What follows belongs to an exercise in optimizing a design on an open flow for small area, a short achievable clock period and few clock cycles per item; a production flow would make more cautious choices.
The RTL was checked by simulation tests, not by an equivalence proof against the original design.
Power figures rest on the tool's default switching activity, not on a simulated workload.

==> flow/design.v (excerpt) <==
module script_token_lexer_top #(
	parameter int TEXT_MAX = stl_pkg::TEXT_MAX_DEF
) (
	input  logic              clk,
	input  logic              arst_n,
	input  logic              in_valid,
	output logic              in_stall,
	input  logic [8:0]        in_item,
	output logic              out_valid,
	input  logic              out_stall,
	output logic [92:0]       out_item,
	input  logic              cfg_valid,
	output logic              cfg_ready,
	input  logic              cfg_data
);
Settings: LEC_CHECK=0, CAP_MARGIN=20, CORE_MARGIN=2, CORE_UTILIZATION=75, SETUP_SLACK_MARGIN=2.0, SLEW_MARGIN=20; clock period 5.0 ns.
standard.sh (not shown) runs the stock make flow with config.mk's settings and CLKGATE_MAP_FILE= SYNTH_SCRIPT=/design/flow/synth_recipe.tcl, a recipe that flattens the netlist after the stock synthesis.
==> flow/flow/run.sh <==
#!/bin/bash
# Layout flow: the standard flow (standard.sh, synthesis included) with
# two changes to how the layout is built:
# - the port buffers that placement inserts are plain buffers
#   (sky130_fd_sc_hd__buf_1) instead of the delay cells buffer_ports
#   picks by default;
# - clock tree synthesis uses clkbuf_8 buffers and no dummy loads.
set -e
cp standard.sh standard_sh_copy.txt
export BUFFER_PORTS_ARGS="-buffer_cell sky130_fd_sc_hd__buf_1"
export CTS_ARGS="-sink_clustering_enable -repair_clock_nets -sink_clustering_size 30 -sink_clustering_max_diameter 100 -buf_list sky130_fd_sc_hd__clkbuf_8 -dont_use_dummy_load"
bash standard.sh > standard.log 2>&1
The starting point passed the timing, design-rule and antenna checks.
Testbench counts at the start, summed over its fixed seeds: cycles 44,563, items 44,472.
Rerun with:
Settings changed: CORE_UTILIZATION 75 to 65.
What happened: Hold slack improved by 0.012 ns. Power drops by about 2.2%. Cell count goes up by 2.4%. Design area is about the same. Synthesized area does not change. Via count came out lower by 3.1%. Clock power hardly moves. Sequential power stays flat. Critical path depth falls by 4. Combinational power is lower by about 4%. Routed wire length fell by about 3%.
Rerun with:
Settings changed: CORE_UTILIZATION 65 to 75, SETUP_SLACK_MARGIN 2.0 to 2.1.
After rerunning: The new run finished with timing, DRC and antenna clean; cell count decreases by about 0.33%; via count rises by 11%; setup slack got worse by 0.048 ns; critical path depth stays the same; sequential share of layout area drops by 1.0 points; final area increases by about 3%; wire length climbs by about 15%; worst hold slack gets better by 0.020 ns; global-route usage went up by 7.2 points; clock skew decreases by 0.0070 ns; sequential power barely changes.
Rerun with:
Settings changed: SETUP_SLACK_MARGIN 2.1 to 1.8.
Outcome: Clock-buffer cell count does not change. Cell area decreases by a few percent. Hold slack loses 0.027 ns. Register-to-register slack got worse by 0.07 ns. Worst setup slack loses 0.071 ns. Die area stays the same. Utilization went down by 3.8 points. Critical path depth rises by 4. Via count went down by a little under a tenth. Clock skew hardly moves.

---

Another version of the RTL of script_token_lexer_top (not shown whole).
Size: roughly 160 flip-flops, about 110 I/O pins.
clock: 5.0 ns
lec_check: 0
abc_clock_period_in_ps: 2000
cap_margin: 20
core_margin: 2
core_utilization: 65
cts_buf_list: sky130_fd_sc_hd__clkbuf_4 sky130_fd_sc_hd__clkbuf_8
setup_slack_margin: 1.5
slew_margin: 20
run.sh (not shown) runs the stock make flow with config.mk's settings and CLKGATE_MAP_FILE= SYNTH_SCRIPT=/design/flow/synth_recipe.tcl, a recipe that flattens the netlist after the stock synthesis.
Stock flow here: none of the scripts above is used.
Testbench counts at the start, summed over its fixed seeds: cycles 44,563, items 44,472.
Next try:
==> flow/flow/run.sh (new file) <==
#!/bin/bash
# Layout flow: the standard flow, with the port buffers that placement
# inserts made plain buffers (sky130_fd_sc_hd__buf_2) instead of the
# delay cells buffer_ports picks by default. Everything else is the
# standard flow (standard.sh), synthesis included.
set -e
cp standard.sh standard_sh_copy.txt
export BUFFER_PORTS_ARGS="-buffer_cell sky130_fd_sc_hd__buf_2"
bash standard.sh > standard.log 2>&1
==> flow/standard.sh (new file) <==
#!/bin/bash
# synth_recipe.tcl (not shown) runs the flow's synth.tcl, then flattens the netlist and writes it again
# the make line also repeats each setting of config.mk as NAME=value (left out here)
make -C /OpenROAD-flow-scripts/flow DESIGN_CONFIG=/design/flow/config.mk WORK_HOME=/design/flow/orfs CLKGATE_MAP_FILE= SYNTH_SCRIPT=/design/flow/synth_recipe.tcl "${@:-finish}"
- ABC_CLOCK_PERIOD_IN_PS: 2000 -> unset
- SETUP_SLACK_MARGIN: 1.5 -> unset
removed: flow/run.sh
The new run completed without violations.
Fmax fell by 8.0%.
Cell count decreases by 0.95%.
Count of clock-buffer cells in the layout came out lower by 4.
Setup slack got worse by 300 ps.
Final area went down by 6.1%.
Utilization drops by 4.7 points.
Die area does not change.
Flip-flop and latch count does not change.
Wire length fell by 2.1%.
Next try:
- SETUP_SLACK_MARGIN: unset -> 2.5
Outcome: Register-to-register slack is better by 380 ps. Design area goes up by about a fifth. Synthesized area does not change. Worst setup slack is better by 380 ps. Count of clock-buffer cells in the layout does not change. Maximum frequency goes up by roughly a tenth.
Next try:
- SETUP_SLACK_MARGIN: 2.5 -> 1.5
Effect: The new run finished clean; register-to-register slack is better by 20 ps; final cell count went down by 8.9%; final area went down by 18%; global-route usage went down by 2.6 points; setup slack is better by 24 ps; wire length went down by 26%.
Next try:
==> flow/flow/run.sh (replaced) <==
#!/bin/bash
# Layout flow: the standard flow, with the port buffers that placement
# inserts made plain buffers (sky130_fd_sc_hd__buf_1) instead of the
# delay cells buffer_ports picks by default. Everything else is the
# standard flow (standard.sh), synthesis included.
set -e
cp standard.sh standard_sh_copy.txt
export BUFFER_PORTS_ARGS="-buffer_cell sky130_fd_sc_hd__buf_1"
bash standard.sh > standard.log 2>&1
- CTS_CLUSTER_DIAMETER: unset -> 100
- CTS_CLUSTER_SIZE: unset -> 30
- SETUP_SLACK_MARGIN: 1.5 -> 1.6
The new run went through all stages and came out clean.
Power increases by 1.1%.
Setup slack improves by 36 ps.
Maximum frequency increases by 1.1%.
Via count increases by 0.51%.
Next try:
==> flow/run.sh (new file) <==
#!/bin/bash
# synth_recipe.tcl (not shown) runs the flow's synth.tcl, then flattens the netlist and writes it again
# the make line also repeats each setting of config.mk as NAME=value (left out here)
make -C /OpenROAD-flow-scripts/flow DESIGN_CONFIG=/design/flow/config.mk WORK_HOME=/design/flow/orfs CLKGATE_MAP_FILE= SYNTH_SCRIPT=/design/flow/synth_recipe.tcl finish
- CTS_CLUSTER_DIAMETER: 100 -> unset
- CTS_CLUSTER_SIZE: 30 -> unset
- SETUP_SLACK_MARGIN: 1.6 -> unset
removed: flow/flow/run.sh
removed: flow/standard.sh
What happened: The changed run completed with no timing, DRC or antenna violations. Worst hold slack barely changes. Clock-buffer cell count is higher by 1. Setup slack degrades by 550 ps. Combinational power stays flat. Flip-flop and latch count is unchanged. Fmax is lower by 14%. Wire length is lower by 1.4%. Sequential power is higher by about 2%.

---

script_token_lexer_top, a different RTL version from the one above (not shown whole).
Size: about 160 flip-flops, about 110 I/O pins, ~11000 um^2 of cells after synthesis.
Settings: LEC_CHECK=0, CAP_MARGIN=20, CORE_MARGIN=2, CORE_UTILIZATION=65, SETUP_SLACK_MARGIN=1.6, SLEW_MARGIN=20; clock period 5.0 ns.
standard.sh (not shown) runs the stock make flow with config.mk's settings and CLKGATE_MAP_FILE= SYNTH_SCRIPT=/design/flow/synth_recipe.tcl, a recipe that flattens the netlist after the stock synthesis.
==> flow/flow/run.sh <==
#!/bin/bash
# Layout flow: the standard flow (standard.sh, synthesis included) with
# two changes to how the layout is built:
# - the port buffers that placement inserts are plain buffers
#   (sky130_fd_sc_hd__buf_1) instead of the delay cells buffer_ports
#   picks by default;
# - clock tree synthesis uses clkbuf_8 buffers and no dummy loads.
set -e
cp standard.sh standard_sh_copy.txt
export BUFFER_PORTS_ARGS="-buffer_cell sky130_fd_sc_hd__buf_1"
export CTS_ARGS="-sink_clustering_enable -repair_clock_nets -sink_clustering_size 30 -sink_clustering_max_diameter 100 -buf_list sky130_fd_sc_hd__clkbuf_8 -dont_use_dummy_load"
bash standard.sh > standard.log 2>&1
Testbench counts at the start, summed over its fixed seeds: cycles 44,563, items 44,472.
==> next run, changes <==
==> flow/flow/run.sh (replaced) <==
#!/bin/bash
# Layout flow: the standard flow, with the port buffers that placement
# inserts made plain buffers (sky130_fd_sc_hd__buf_1) instead of the
# delay cells buffer_ports picks by default. Everything else is the
# standard flow (standard.sh), synthesis included.
set -e
cp standard.sh standard_sh_copy.txt
export BUFFER_PORTS_ARGS="-buffer_cell sky130_fd_sc_hd__buf_1"
bash standard.sh > standard.log 2>&1
CTS_BUF_LIST = sky130_fd_sc_hd__clkbuf_4 sky130_fd_sc_hd__clkbuf_8   (was unset)
CTS_CLUSTER_DIAMETER = 100   (was unset)
CTS_CLUSTER_SIZE = 30   (was unset)
Result:
- via count increases by 1.1%
- synthesized cell count is unchanged
- worst setup slack degrades by 0.052 ns
- count of clock-buffer cells in the layout went up by 1

---

## job 101
Another version of the RTL of script_token_lexer_top (not shown whole).
For scale: about 1,300 cells after synthesis, ~110 I/O pins, roughly 12,000 sq um of cells after synthesis.
## script_token_lexer_top
module script_token_lexer_top #(
	parameter int TEXT_MAX = stl_pkg::TEXT_MAX_DEF
) (
	input  logic              clk,
	input  logic              arst_n,
	input  logic              in_valid,
	output logic              in_stall,
	input  logic [8:0]        in_item,
	output logic              out_valid,
	input  logic              out_stall,
	output logic [92:0]       out_item,
	input  logic              cfg_valid,
	output logic              cfg_ready,
	input  logic              cfg_data
);
clock: 5.0 ns
lec_check: 0
abc_clock_period_in_ps: 3000
cap_margin: 20
core_margin: 2
core_utilization: 40
setup_slack_margin: 2.0
slew_margin: 20
run.sh (not shown) runs the stock make flow with config.mk's settings and CLKGATE_MAP_FILE= SYNTH_SCRIPT=/design/flow/synth_recipe.tcl, a recipe that flattens the netlist after the stock synthesis.
Stock flow here: none of the scripts above is used.
Testbench counts of job 101, summed over its fixed seeds: cycles 45,150, items 44,472.
Input-level comparison between job 102 and job 101:
Settings: removing SETUP_SLACK_MARGIN (formerly 2.0); removing ABC_CLOCK_PERIOD_IN_PS (formerly 3000).
==> comparison <==
| leakage power figure | higher: job 101 |
When job 102 is set beside job 101, its global-route usage turns out to be 0.50 points smaller.
Diff job 101 -> job 102: clock-cell share of area went up by 0.29 points, number of sinks driven by the clock tree was more or less identical.

[separate check: timing with driven ports]
The results above use ideal ports. As a check the final layouts listed here were re-extracted and re-timed, cells and wires unchanged.
Step 1: set_driving_cell puts a clkbuf_16 on clk and a buf_2 on each other input, an assumption about the parent block.
Step 2 times the ports against the registers' clock, not the clock port: input delays grow and output delays shrink by t, the midpoint of the rising clock arrivals with the driver on.
a / b / c = ideal / step 1 / step 2; a / b = the first two.
| run | shift t [ns] | slack for setup (ns) | latest minus earliest clock arrival (ns) | worst register clock-pin slew, ns | pins driven straight from the clock port |
|---|---|---|---|---|---|
| the first run of note 1 | 0.496 | 2.012 / 1.981 / 1.711 | 0.033 / 0.032 | 0.10 / 0.10 | 1 |
| the second run of note 1 | 0.483 | 2.015 / 2.015 / 1.717 | 0.035 / 0.034 | 0.10 / 0.10 | 1 |
| the third run of note 1 | 0.502 | 1.966 / 1.966 / 1.764 | 0.027 / 0.027 | 0.10 / 0.10 | 1 |
| the fourth run of note 1 | 0.493 | 1.895 / 1.867 / 1.567 | 0.026 / 0.025 | 0.09 / 0.09 | 1 |
| the first run of note 2 | 0.504 | 1.516 / 1.516 / 1.488 | 0.017 / 0.017 | 0.10 / 0.10 | 1 |
| the second run of note 2 | 0.504 | 1.213 / 1.213 / 1.213 | 0.022 / 0.022 | 0.11 / 0.11 | 1 |
| the third run of note 2 | 0.534 | 1.595 / 1.595 / 1.595 | 0.018 / 0.017 | 0.11 / 0.11 | 1 |
| the fourth run of note 2 | 0.503 | 1.620 / 1.620 / 1.620 | 0.018 / 0.018 | 0.10 / 0.10 | 1 |
| the fifth run of note 2 | 0.515 | 1.656 / 1.656 / 1.656 | 0.024 / 0.024 | 0.11 / 0.11 | 1 |
| the sixth run of note 2 | 0.518 | 1.111 / 1.111 / 1.111 | 0.024 / 0.023 | 0.11 / 0.11 | 1 |
| the first run of note 3 | 0.496 | 1.700 / 1.688 / 1.700 | 0.046 / 0.047 | 0.11 / 0.11 | 1 |
| the second run of note 3 | 0.512 | 1.648 / 1.648 / 1.648 | 0.015 / 0.015 | 0.10 / 0.10 | 1 |
| job 101 | 0.480 | 0.113 / 0.063 / 0.439 | 0.015 / 0.015 | 0.07 / 0.07 | 1 |
| job 102 | 0.472 | 0.076 / 0.030 / 0.244 | 0.014 / 0.015 | 0.07 / 0.07 | 1 |
After both steps setup and hold are still met in every run listed. The setup slack of the fourth run of note 1, which loses most, moves by -0.028 ns with the drivers and by -0.328 ns with both steps.
